From an optimization exercise on the open Yosys and OpenROAD flow, aimed at small area; shortcuts taken in it are not production practice. Only simulation tests tie the RTL to the original design; equivalence was not proved. Power is estimated from default activity; no workload was simulated. No driver is modelled on the clock port, so clocking that relies on it looks cheaper here than on a real chip.

`design/flow/design.v`:
```
package arm_debug_pkg;
   function automatic int snap_total(input int num_regs, input int data_capacity);
      snap_total = 1 + num_regs + data_capacity;
   endfunction
   function automatic int snap_idx_w(input int total);
      snap_idx_w = (total > 1) ? $clog2(total) : 1;
   endfunction
endpackage
module arm_snapshot_trigger
#(
   parameter int DATA_WIDTH = 32
) (
   input  logic                  clk,
   input  logic                  reset,
   input  logic                  i_Trigger,
   input  logic                  i_Match_Enable,
   input  logic [DATA_WIDTH-1:0] i_PC,
   input  logic [DATA_WIDTH-1:0] i_Match_PC,
   output logic                  o_Event
);
   logic match_now_s;
   logic match_prev_r;
   always_comb begin
      match_now_s = 1'b0;
      o_Event     = 1'b0;
      if (i_Match_Enable && (i_PC == i_Match_PC)) begin
         match_now_s = 1'b1;
      end else begin
         match_now_s = 1'b0;
      end
      o_Event = i_Trigger | (match_now_s & ~match_prev_r);
   end
   always_ff @(posedge clk) begin
      if (reset) begin
         match_prev_r <= 1'b0;
      end else begin
         match_prev_r <= match_now_s;
      end
   end
endmodule
module arm_state_snapshot
#(
   parameter  int DATA_WIDTH    = 32,
   parameter  int NUM_REGS      = 16,
   parameter  int DATA_CAPACITY = 16,
   localparam int TOTAL         = arm_debug_pkg::snap_total(NUM_REGS, DATA_CAPACITY),
   localparam int IDX_W         = arm_debug_pkg::snap_idx_w(TOTAL)
) (
   input  logic                              clk,
   input  logic                              reset,
   input  logic [DATA_WIDTH*NUM_REGS-1:0]      i_Register_Bus,
   input  logic [DATA_WIDTH*DATA_CAPACITY-1:0] i_Data_Bus,
   input  logic [DATA_WIDTH-1:0]              i_PC,
   input  logic                              i_Trigger,
   input  logic                              i_Match_Enable,
   input  logic [DATA_WIDTH-1:0]              i_Match_PC,
   input  logic                              i_Ready,
   output logic                              o_Valid,
   output logic [DATA_WIDTH-1:0]              o_Word,
   output logic [IDX_W-1:0]                   o_Index,
   output logic [1:0]                         o_Section,
   output logic                              o_Last,
   output logic                              o_Busy,
   output logic                              o_Overrun,
   output logic [15:0]                        o_Snapshot_Count
);
   logic                  valid_r;
   logic [IDX_W-1:0]      idx_r;
   logic                  trig_s;
   logic                  xfer_s;
   logic                  last_s;
   logic                  last_xfer_s;
   logic                  capture_s;
   arm_snapshot_trigger #(
      .DATA_WIDTH (DATA_WIDTH)
   ) u_trigger (
      .clk            (clk),
      .reset          (reset),
      .i_Trigger      (i_Trigger),
      .i_Match_Enable (i_Match_Enable),
      .i_PC           (i_PC),
      .i_Match_PC     (i_Match_PC),
      .o_Event        (trig_s)
   );
   always_comb begin
      last_s      = (idx_r == IDX_W'(TOTAL - 1));
      xfer_s      = valid_r & i_Ready;
      last_xfer_s = xfer_s & last_s;
      capture_s   = trig_s & (~valid_r | last_xfer_s);
   end
   logic [TOTAL-1:0]              sel_s;
   logic [DATA_WIDTH*TOTAL-1:0]   src_s;
   logic [DATA_WIDTH*TOTAL-1:0]   store_s;
   always_comb begin
      for (int i = 0; i < TOTAL; i++) begin
         sel_s[i] = (idx_r == IDX_W'(i));
      end
      src_s = {i_Data_Bus, i_Register_Bus, i_PC};
   end
   arm_snapshot_store #(
      .WIDTH (DATA_WIDTH * TOTAL)
   ) u_store (
      .clk    (clk),
      .i_Keep (~capture_s),
      .i_Load (capture_s),
      .i_D    (src_s),
      .o_Q    (store_s)
   );
   arm_snapshot_mux #(
      .WIDTH (DATA_WIDTH),
      .N     (TOTAL)
   ) u_mux (
      .i_Sel  (sel_s),
      .i_D    (store_s),
      .o_Y    (o_Word)
   );
   always_ff @(posedge clk) begin
      if (capture_s) begin
         idx_r <= '0;
      end else if (xfer_s) begin
         idx_r <= idx_r + IDX_W'(1'b1);
      end
   end
   always_ff @(posedge clk) begin
      if (reset) begin
         valid_r          <= 1'b0;
         o_Overrun        <= 1'b0;
         o_Snapshot_Count <= 16'd0;
      end else begin
         if (capture_s) begin
            valid_r <= 1'b1;
         end else if (last_xfer_s) begin
            valid_r <= 1'b0;
         end
         if (last_xfer_s) begin
            o_Snapshot_Count <= o_Snapshot_Count + 16'd1;
         end else if (valid_r & trig_s) begin
            o_Overrun <= 1'b1;
         end
      end
   end
   always_comb begin
      o_Valid      = valid_r;
      o_Busy       = valid_r;
      o_Index      = idx_r;
      o_Last       = last_s;
      o_Section[1] = (idx_r > IDX_W'(NUM_REGS));
      o_Section[0] = (idx_r != '0) & ~o_Section[1];
   end
endmodule
module arm_snapshot_store
#(
   parameter int WIDTH = 32
) (
   input  logic             clk,
   input  logic             i_Keep,
   input  logic             i_Load,
   input  logic [WIDTH-1:0] i_D,
   output logic [WIDTH-1:0] o_Q
);
   always_ff @(posedge clk) begin
      o_Q <= (o_Q & {WIDTH{i_Keep}}) | (i_D & {WIDTH{i_Load}});
   end
endmodule
module arm_snapshot_mux
#(
   parameter int WIDTH = 32,
   parameter int N     = 33,
   localparam int G    = (N + 2) / 3
) (
   input  logic [N-1:0]       i_Sel,
   input  logic [WIDTH*N-1:0] i_D,
   output logic [WIDTH-1:0]   o_Y
);
   logic [3*G-1:0]       sel_s;
   logic [WIDTH*3*G-1:0] d_s;
   logic [WIDTH-1:0]     yn_s [0:G-1];
   always_comb begin
      sel_s = '0;
      d_s   = '0;
      sel_s[N-1:0]       = i_Sel;
      d_s[WIDTH*N-1:0]   = i_D;
   end
   for (genvar g = 0; g < G; g++) begin : g_grp
      arm_snapshot_aoi3 #(
         .WIDTH (WIDTH)
      ) u_aoi (
         .i_Sel (sel_s[3*g +: 3]),
         .i_D   (d_s[3*WIDTH*g +: 3*WIDTH]),
         .o_Yn  (yn_s[g])
      );
   end
   always_comb begin
      o_Y = '0;
      for (int g = 0; g < G; g++) begin
         o_Y = o_Y | ~yn_s[g];
      end
   end
endmodule
module arm_snapshot_aoi3
#(
   parameter int WIDTH = 32
) (
   input  logic [2:0]         i_Sel,
   input  logic [3*WIDTH-1:0] i_D,
   output logic [WIDTH-1:0]   o_Yn
);
   always_comb begin
      o_Yn = ~((i_D[0 +: WIDTH]       & {WIDTH{i_Sel[0]}})
             | (i_D[WIDTH +: WIDTH]   & {WIDTH{i_Sel[1]}})
             | (i_D[2*WIDTH +: WIDTH] & {WIDTH{i_Sel[2]}}));
   end
endmodule
```
`design/flow/flow/run.sh`:
```
#!/bin/bash
# Standard layout flow (standard.sh) with three changes:
#  - port buffers use the smallest buffer cell;
#  - clock tree sinks are clustered in larger groups and no dummy loads are added;
#  - IO pins may sit one routing track apart, so the die can be smaller.
export BUFFER_PORTS_ARGS="-buffer_cell sky130_fd_sc_hd__buf_1"
export CTS_ARGS="-sink_clustering_enable -repair_clock_nets -dont_use_dummy_load -sink_clustering_size 30 -sink_clustering_max_diameter 80"
export PLACE_PINS_ARGS="-min_distance 1 -min_distance_in_tracks"
bash standard.sh > standard.log 2>&1
```
`design/flow/standard.sh`:
```
#!/bin/bash
# synth_recipe.tcl (not shown) runs the flow's synth.tcl, then flattens the netlist and writes it again
# the make line also repeats each setting of config.mk as NAME=value (left out here)
make -C /OpenROAD-flow-scripts/flow DESIGN_CONFIG=/design/flow/config.mk WORK_HOME=/design/flow/orfs CLKGATE_MAP_FILE= SYNTH_SCRIPT=/design/flow/synth_recipe.tcl "${@:-finish}"
```
`design/flow/config.mk`:
```
export PLATFORM = sky130hd
export DESIGN_NAME = arm_state_snapshot
export DESIGN_NICKNAME = arm_state_snapshot
export VERILOG_FILES = /design/flow/design.v
export SDC_FILE = /design/flow/constraint.sdc
export NUM_CORES = 4
export LEC_CHECK = 0
export CAP_MARGIN = 20
export CORE_MARGIN = 2
export CORE_UTILIZATION = 65
export SLEW_MARGIN = 20
export SYNTH_HIERARCHICAL = 1
```
`design/flow/constraint.sdc`:
```
create_clock -name core_clock -period 6.0 [get_ports {clk}]
set_input_delay 1.2000 -clock core_clock [delete_from_list [all_inputs] [get_ports {clk}]]
set_output_delay 1.2000 -clock core_clock [all_outputs]
set_load 0.01 [all_outputs]
```
==> flow_summary_export.csv, run 1 <==
group,metric,value,unit
outcome,status,"complete, no violations",
logic_synthesis,synth-simple-area-share,0.0365,
routing,vias,36400,
logic_synthesis,ys_seq_area_frac,0.555,
placed_design,placed_area,42200,sq um
sta,tns,0,ps
critical_path,reg2reg_depth,9,
clock_network,cts_hold_buf,0,
critical_path,crit_start,"idx_r[5]",
placed_design,portBuffers,1152,
logic_synthesis,synth-compound-area-share,0.330,
clock_network,htree_levels,2,
min_path,hp-class,"reg2reg",
logic_synthesis,syn_area_per_cell,12.3,sq um
critical_path,endpoint_kind,"output port",
floorplanning,io_pins,1153,
clock_network,clock_latency,650,ps
critical_path,cp_max_fo,17,
sta,rsz0062_at_grt,"no",
sta,finalCriticalPeriod,5760,ps
clock_network,clkTransAtPathRegs,110,ps
critical_path,required,4800,ps
cells_and_area,stdcell_count,4976,
critical_path,crit_slowest_cell,"a222oi_1",
logic_synthesis,ys_seq_elements,1081,
sta,period_share,0.959,
critical_path,r2r_end,"u_store.o_Q[595]",
logic_synthesis,synthMuxAreaShare,0.000834,
power_and_ir_drop,p_per_area,328,nW/um^2
sta,clock_skew,45.4,ps
placed_design,placed_cells,4786,
floorplanning,die_y,249,microns
placed_design,place_congestion,1.05,
cells_and_area,layout-drive-gt1-share,0.0273,
clock_network,cts.repair.resized,0,
floorplanning,initial_core_util,0.660,
sta,hold_viol,0,
floorplanning,fp.dieArea,62000,sq um
clock_network,post_cts_buffers,0,
sta,slew_violations,0,
cells_and_area,layout_common_cells,"buf_1, dfxtp_1, a22o_1, a222oi_1, nand4_1",
routing,drtIter0Drc,7093,
min_path,hold_depth,1,
cells_and_area,layout_commonest_cell,"buf_1",
sta,fin_ws,245,ps
sta,setup_viol,0,
clock_network,cts_tree,"yes",
routing,wl_met1,55800,microns
routing,avgViaCountPerCell,7.32,
clock_network,numCtsBuffers,44,
logic_synthesis,synth_nets,4259,
floorplanning,std_cell_rows,89,
placed_design,pre_cts_ws,1110,ps
routing,drc,0,
grt,grt.total_usage,0.493,
critical_path,path_cells,"nand2b_1 > nor2_1 > and2_1 > buf_4 > a222oi_1 > nand4_1 > or3_1 > buf_1",
routing,antenna_left,0,
clock_network,clkSinkCount,1081,
cells_and_area,final_area,43800,sq um
cells_and_area,area.growth.synth_to_final,12.2,%
routing,first_pass_iters,11,
routing,wl_met3,26500,microns
logic_synthesis,synth_top_family_by_area,"compound AO/OA/AOI/OAI gates",
cells_and_area,nNetsFinal,5159,
routing,routed_wirelength,160000,microns
routing,wl_per_cell,32.2,microns
placed_design,hpwl,114000,microns
sta,slew_headroom,0.166,
logic_synthesis,synth-xor-area-share,0.00988,
critical_path,cpPeakStageDelay,880,ps
logic_synthesis,yosysWarnings,12,
logic_synthesis,syn-instance-count,3161,
critical_path,arrival,4560,ps
grt,grt_first_pass_wirelength,226000,microns
critical_path,rrSetupSlack,1960,ps
critical_path,startpoint_type,"register",
sta,fmax,174,MHz
critical_path,crit_end,"o_Word[1]",
grt,grt_pass1_vias,33400,
sta,worstMarginPinSlew,1250,ps
logic_synthesis,synth-adder-area-share,0.00160,
power_and_ir_drop,leakagePower,16.9,nW
logic_synthesis,syn-cell-area,39000,sq um
cells_and_area,fillers,4318,
clock_network,root_buffer,"clkbuf_16",
job,drv_cap,0,
grt,grt_max_degree,259,
floorplanning,die_w,249,microns
clock_network,clk_path_buf_depth,3,
critical_path,worst-setup-path-type,"reg2out",
routing,dr_wl_met2,62700,microns
routing,top_layer,"met5",
logic_synthesis,netlist-cell-type-count,41,
grt,antenna_found_initial,178,
critical_path,rr_startpoint,"idx_r[1]",
floorplanning,fp.coreArea,59100,sq um
power_and_ir_drop,vdd_drop_max,0.253,mV
grt,grt_overflow,0,
cells_and_area,utilization,0.740,
==> metal layers <==
layer,vias up,GRT usage
met3,706,0.246
met5,-,0.0255
li1,15000,-
met4,108,0.393
met1,17500,0.613
met2,3083,0.636
==> power breakdown <==
part | total, mW | switching (mW) | internal [mW] | leakage, nW
Combinational | 2.11 | 1.05 | 1.06 | 7.26
Sequential | 8.75 | 0.590 | 8.16 | 9.08
Clock | 3.50 | 2.17 | 1.33 | 0.543
Total | 14.4 | 3.81 | 10.5 | 16.9
==> stage by stage <==
step / hold WS [ps] / total power, mW
after floorplan: 449 / 10.1
after global placement: 465 / 10.7
after detailed placement: 470 / 10.9
after CTS: 481 / 14.2
after global routing: 507 / 14.8
final: 495 / 14.4
==> cells by family (layout without fill, tap and decap cells) <==
| kind of cell | count (synthesis) | after routing |
|---|---|---|
| flops | 1081 | 1081 |
| compound gates | 1427 | 1427 |
| other cells | 0 | 144 |
| buf+inv | 351 | 1249 |
| fa+ha+maj | 5 | 5 |
| mux | 3 | 3 |
| simple gates | 250 | 250 |
| xor+xnor | 44 | 44 |
==> final cells by class <==
type                    instances  area [sq um]  share of cell area
well taps                     773           967              0.0221
flip-flops and latches       1081         21600               0.495
diodes                        144           360             0.00824
repair buffers               1197          4780               0.109
multi-input cells            1729         14900               0.340
inverters                       8          37.5            0.000858
clock buffers                  44          1100              0.0252
==> worst min-delay path by stage <==
| stage | start | end | slack, ps |
|---|---|---|---|
| final | u_store.o_Q[873] | u_store.o_Q[873] | 490 |
| after global routing | u_store.o_Q[288] | u_store.o_Q[288] | 510 |
| after CTS | u_store.o_Q[873] | u_store.o_Q[873] | 480 |
| after detailed placement | u_store.o_Q[46] | u_store.o_Q[46] | 470 |
| after global placement | u_store.o_Q[490] | u_store.o_Q[490] | 460 |
| after floorplan | u_store.o_Q[1053] | u_store.o_Q[1053] | 450 |
==> Yosys cell counts <==
| cell type | number | area (sq um) |
|---|---|---|
| a31oi_1 | 1 | 6.26 |
| xor2_1 | 37 | 324 |
| nor3_1 | 6 | 30.0 |
| and2_1 | 13 | 81.3 |
| o31ai_1 | 2 | 15.0 |
| nand3_2 | 1 | 10.0 |
| a21o_1 | 1 | 7.51 |
| nor2_1 | 37 | 139 |
| or4_1 | 2 | 15.0 |
| or3b_1 | 1 | 8.76 |
| nand2_1 | 12 | 45.0 |
| nor4_1 | 10 | 62.6 |
| a22o_1 | 1056 | 9250 |
| o21ai_0 | 5 | 25.0 |
| or3_1 | 36 | 225 |
| and2_0 | 1 | 6.26 |
| nor3b_4 | 1 | 18.8 |
| dfxtp_1 | 1081 | 21600 |
| ha_1 | 5 | 62.6 |
| a21oi_1 | 8 | 40.0 |
| nand4b_1 | 2 | 17.5 |
| and3_1 | 7 | 43.8 |
| buf_6 | 75 | 845 |
| inv_1 | 8 | 30.0 |
| buf_2 | 116 | 581 |
| xnor2_1 | 7 | 61.3 |
| and4_1 | 3 | 26.3 |
| a222oi_1 | 352 | 3520 |
| and3b_1 | 1 | 8.76 |
| mux2i_1 | 1 | 10.0 |
| and4b_1 | 1 | 10.0 |
| nand3_1 | 39 | 195 |
| buf_4 | 146 | 1100 |
| nand4_1 | 71 | 444 |
| mux2_1 | 2 | 22.5 |
| nor2b_1 | 3 | 18.8 |
| nand2b_1 | 3 | 18.8 |
| a41oi_1 | 1 | 8.76 |
| clkbuf_1 | 5 | 18.8 |
| o41ai_2 | 1 | 16.3 |
| buf_1 | 1 | 3.75 |
==> registers in the layout (all words and copies together) (netlist names) <==
signal and flops:
valid_r 1, u_store.o_Q 1056, idx_r 6, u_trigger.match_prev_r 1, o_Overrun 1, o_Snapshot_Count 16
==> worst max-delay path, delay by kind of cell, from the launching register on <==
family	cells	cell delay [ps]
buffers and inverters	2	520
AO/OA/AOI/OAI	1	880
AND/OR/NAND/NOR	5	1820
flip-flops	1	690
==> run 2: changes to the inputs <==
--- a/design/flow/config.mk
+++ b/design/flow/config.mk
@@ -7,6 +7,7 @@
 export LEC_CHECK = 0
 export CAP_MARGIN = 20
 export CORE_MARGIN = 2
-export CORE_UTILIZATION = 65
+export CORE_UTILIZATION = 60
+export PLACE_DENSITY = 0.75
 export SLEW_MARGIN = 20
 export SYNTH_HIERARCHICAL = 1
==> flow_summary_export.csv, run 2 <==
group,metric,value,unit
sta,finalCriticalPeriod,5710,ps
placed_design,portBuffers,1152,
routing,drtIter0Drc,6848,
clock_network,cts_tree,"yes",
cells_and_area,layout_commonest_cell,"buf_1",
floorplanning,initial_core_util,0.606,
logic_synthesis,synth_edf_count,0,
logic_synthesis,synthArstFlopShare,0,
grt,grt.total_usage,0.433,
sta,tns,0,ps
floorplanning,fp.dieArea,67100,sq um
power_and_ir_drop,vdd_drop_max,0.270,mV
critical_path,rr_startpoint,"idx_r[0]",
logic_synthesis,syn-instance-count,3161,
routing,wl_per_cell,30.4,microns
min_path,hold_path_startpoint,"o_Overrun",
sta,period_share,0.952,
clock_network,clk_path_buf_depth,3,
logic_synthesis,yosysTopAreaCell,"dfxtp_1",
clock_network,htree_levels,2,
sta,worstMarginPinSlew,1310,ps
grt,grt_max_degree,255,
clock_network,root_buffer,"clkbuf_16",
cells_and_area,seq_area,21600,sq um
routing,antenna_left,0,
cells_and_area,multiInputGateArea,14900,sq um
logic_synthesis,synthTopCellsByArea,"dfxtp_1, a22o_1, a222oi_1",
logic_synthesis,synth_nets,4259,
min_path,hp-class,"reg2reg",
outcome,status,"complete, no violations",
clock_network,clkTransAtPathRegs,110,ps
sta,setup_viol,0,
sta,fin_ws,287,ps
clock_network,clock_latency,640,ps
logic_synthesis,synth_common_cells,"dfxtp_1, a22o_1, a222oi_1",
logic_synthesis,yosys.area.top_type_share,0.555,
power_and_ir_drop,p_per_area,326,nW/um^2
critical_path,required,4800,ps
power_and_ir_drop,leakagePower,16.9,nW
floorplanning,io_pins,1153,
sta,slew_violations,0,
sta,hold_viol,0,
logic_synthesis,syn_area_per_cell,12.3,sq um
floorplanning,fp.coreArea,64300,sq um
critical_path,critPathTopFamily,"simple AND/OR/NAND/NOR gates",
grt,grt_overflow,0,
clock_network,clkSinkCount,1081,
routing,routed_wirelength,154000,microns
logic_synthesis,syn-cell-area,39000,sq um
grt,antenna_found_initial,168,
critical_path,startpoint_type,"register",
critical_path,cp_num_buf_inv,3,
job,drv_cap,0,
grt,grt_first_pass_wirelength,214000,microns
grt,grt_pass1_vias,31500,
cells_and_area,regMostFlops,"u_store.o_Q",
logic_synthesis,ys_seq_elements,1081,
floorplanning,die_y,259,microns
critical_path,arrival,4510,ps
placed_design,pre_cts_ws,1240,ps
logic_synthesis,netlist-cell-type-count,41,
sta,slew_headroom,0.128,
logic_synthesis,yosysWarnings,12,
logic_synthesis,synth.most_common_cell,"dfxtp_1",
cells_and_area,fillers,5203,
cells_and_area,layout-drive-gt1-share,0.0266,
placed_design,placed_area,42400,sq um
placed_design,hpwl,108000,microns
critical_path,endpoint_kind,"output port",
cells_and_area,final_area,43800,sq um
cells_and_area,largest_reg_flops,1056,
routing,first_pass_iters,10,
clock_network,numCtsBuffers,43,
cells_and_area,layout_common_cells,"buf_1, dfxtp_1, a22o_1, a222oi_1, nand4_1",
critical_path,path_cells,"inv_1 > ha_1 > nor3b_4 > and3_1 > buf_4 > a222oi_1 > nand4_1 > or3_1 > buf_1",
routing,drc,0,
cells_and_area,nNetsFinal,5155,
critical_path,worst-setup-path-type,"reg2out",
routing,avgViaCountPerCell,6.95,
placed_design,place_congestion,0.997,
critical_path,cp_max_fo,18,
floorplanning,die_w,259,microns
logic_synthesis,synth_top_flop_cell,"dfxtp_1",
clock_network,cts.repair.resized,0,
cells_and_area,area.growth.synth_to_final,12.3,%
sta,clock_skew,42.6,ps
cells_and_area,reg_top3,"u_store.o_Q x1056, o_Snapshot_Count x16, idx_r x6",
critical_path,crit_slowest_cell,"and3_1",
sta,rsz0062_at_grt,"no",
clock_network,post_cts_buffers,0,
floorplanning,std_cell_rows,93,
critical_path,crit_start,"idx_r[0]",
clock_network,cts_hold_buf,0,
logic_synthesis,ys_seq_area_frac,0.555,
sta,fmax,175,MHz
routing,vias,35100,
critical_path,cpPeakStageDelay,1030,ps
==> run 2: cell counts after synthesis <==
No cell type changed its count.
==> run 2: kinds of logic (layout without fill, tap and decap cells) <==
| group | count (synthesis) | count (layout) | share of synthesized area |
|---|---|---|---|
| other | 0 | 140 | 0 |
| buffers and inverters | 351 | 1245 | 0.0660 |
| DFF | 1081 | 1081 | 0.555 |
| xor gates and xnor gates | 44 | 44 | 0.00988 |
| muxes | 3 | 3 | 0.000834 |
| AOI/OAI and AO/OA | 1427 | 1427 | 0.330 |
| adders and majority gates | 5 | 5 | 0.00160 |
| and+or+nand+nor | 250 | 250 | 0.0365 |
==> run 2: report_power, final <==
group	leakage, nW	internal (mW)	total, mW	switching (mW)
Sequential	9.08	8.16	8.73	0.567
Clock	0.531	1.30	3.48	2.18
Combinational	7.24	1.06	2.06	0.999
==> run 2: final timing paths <==
path	to	cells past startpoint	slack [ps]
worst min register to register	o_Overrun	2	490
worst min-delay path	o_Overrun	2	490
worst max-delay path	o_Word[0]	9	290
worst max register to register	u_store.o_Q[720]	8	2160
==> run 2: worst register-to-register path, cell delays in order, from the launching register on <==
cell     delay [ps]
dfxtp_1         470
inv_1           100
ha_1            310
nor3b_4         240
a41oi_1         510
nor2b_4         130
inv_8           560
buf_12          830
a22o_1          600
==> run 2: layer usage <==
| layer | GRT usage | wire length, microns | vias up |
|---|---|---|---|
| met1 | 0.556 | 56500 | 16800 |
| met4 | 0.295 | 10500 | 90 |
| met5 | 0.00926 | 564 | - |
| met3 | 0.227 | 25300 | 597 |
| li1 | - | - | 15000 |
| met2 | 0.552 | 60700 | 2604 |
==> run 2: final cells by class <==
class                      instances  area share
multi-input combinational       1729       0.340
inverter                           8    0.000857
timing repair buffer            1194       0.108
tap                              855      0.0244
clock buffer                      43      0.0246
sequential                      1081       0.494
antenna                          140     0.00800
==> run 2: through the flow <==
stage / total power [mW] / cells / util / hold slack, ps
final: 14.3 / 5050 / 0.681 / 494
after global routing: 14.7 / 5001 / 0.679 / 505
after CTS: 14.2 / 4910 / 0.675 / 491
after detailed placement: 10.8 / 4867 / 0.658 / 466
after global placement: 10.8 / 4867 / 0.658 / 449
after floorplan: 10.1 / 3161 / - / 449

[what the ideal ports hide]
Ports are ideal in the flow. The routed layouts listed here were re-timed in OpenROAD.
Step 1 (the two cells are an assumption about what drives the block):
set clk [get_ports {clk}]
set_driving_cell -lib_cell sky130_fd_sc_hd__clkbuf_16 $clk
set_driving_cell -lib_cell sky130_fd_sc_hd__buf_2 [delete_from_list [all_inputs] $clk]
Step 2 moves the port delays by t, midway between the first and last clock arrival at a register: inputs arrive t later, outputs are due t later. That takes back most of the time a late clock gives input paths.
Three values: ideal, step 1, step 2; two values: the first two.
run	t (ns)	slack for setup (ns)	pins driven straight from the clock port
run 1	0.681	0.245 / 0.180 / 0.861	1
run 2	0.688	0.287 / 0.220 / 0.908	1
After both steps setup and hold are still met in every run listed.
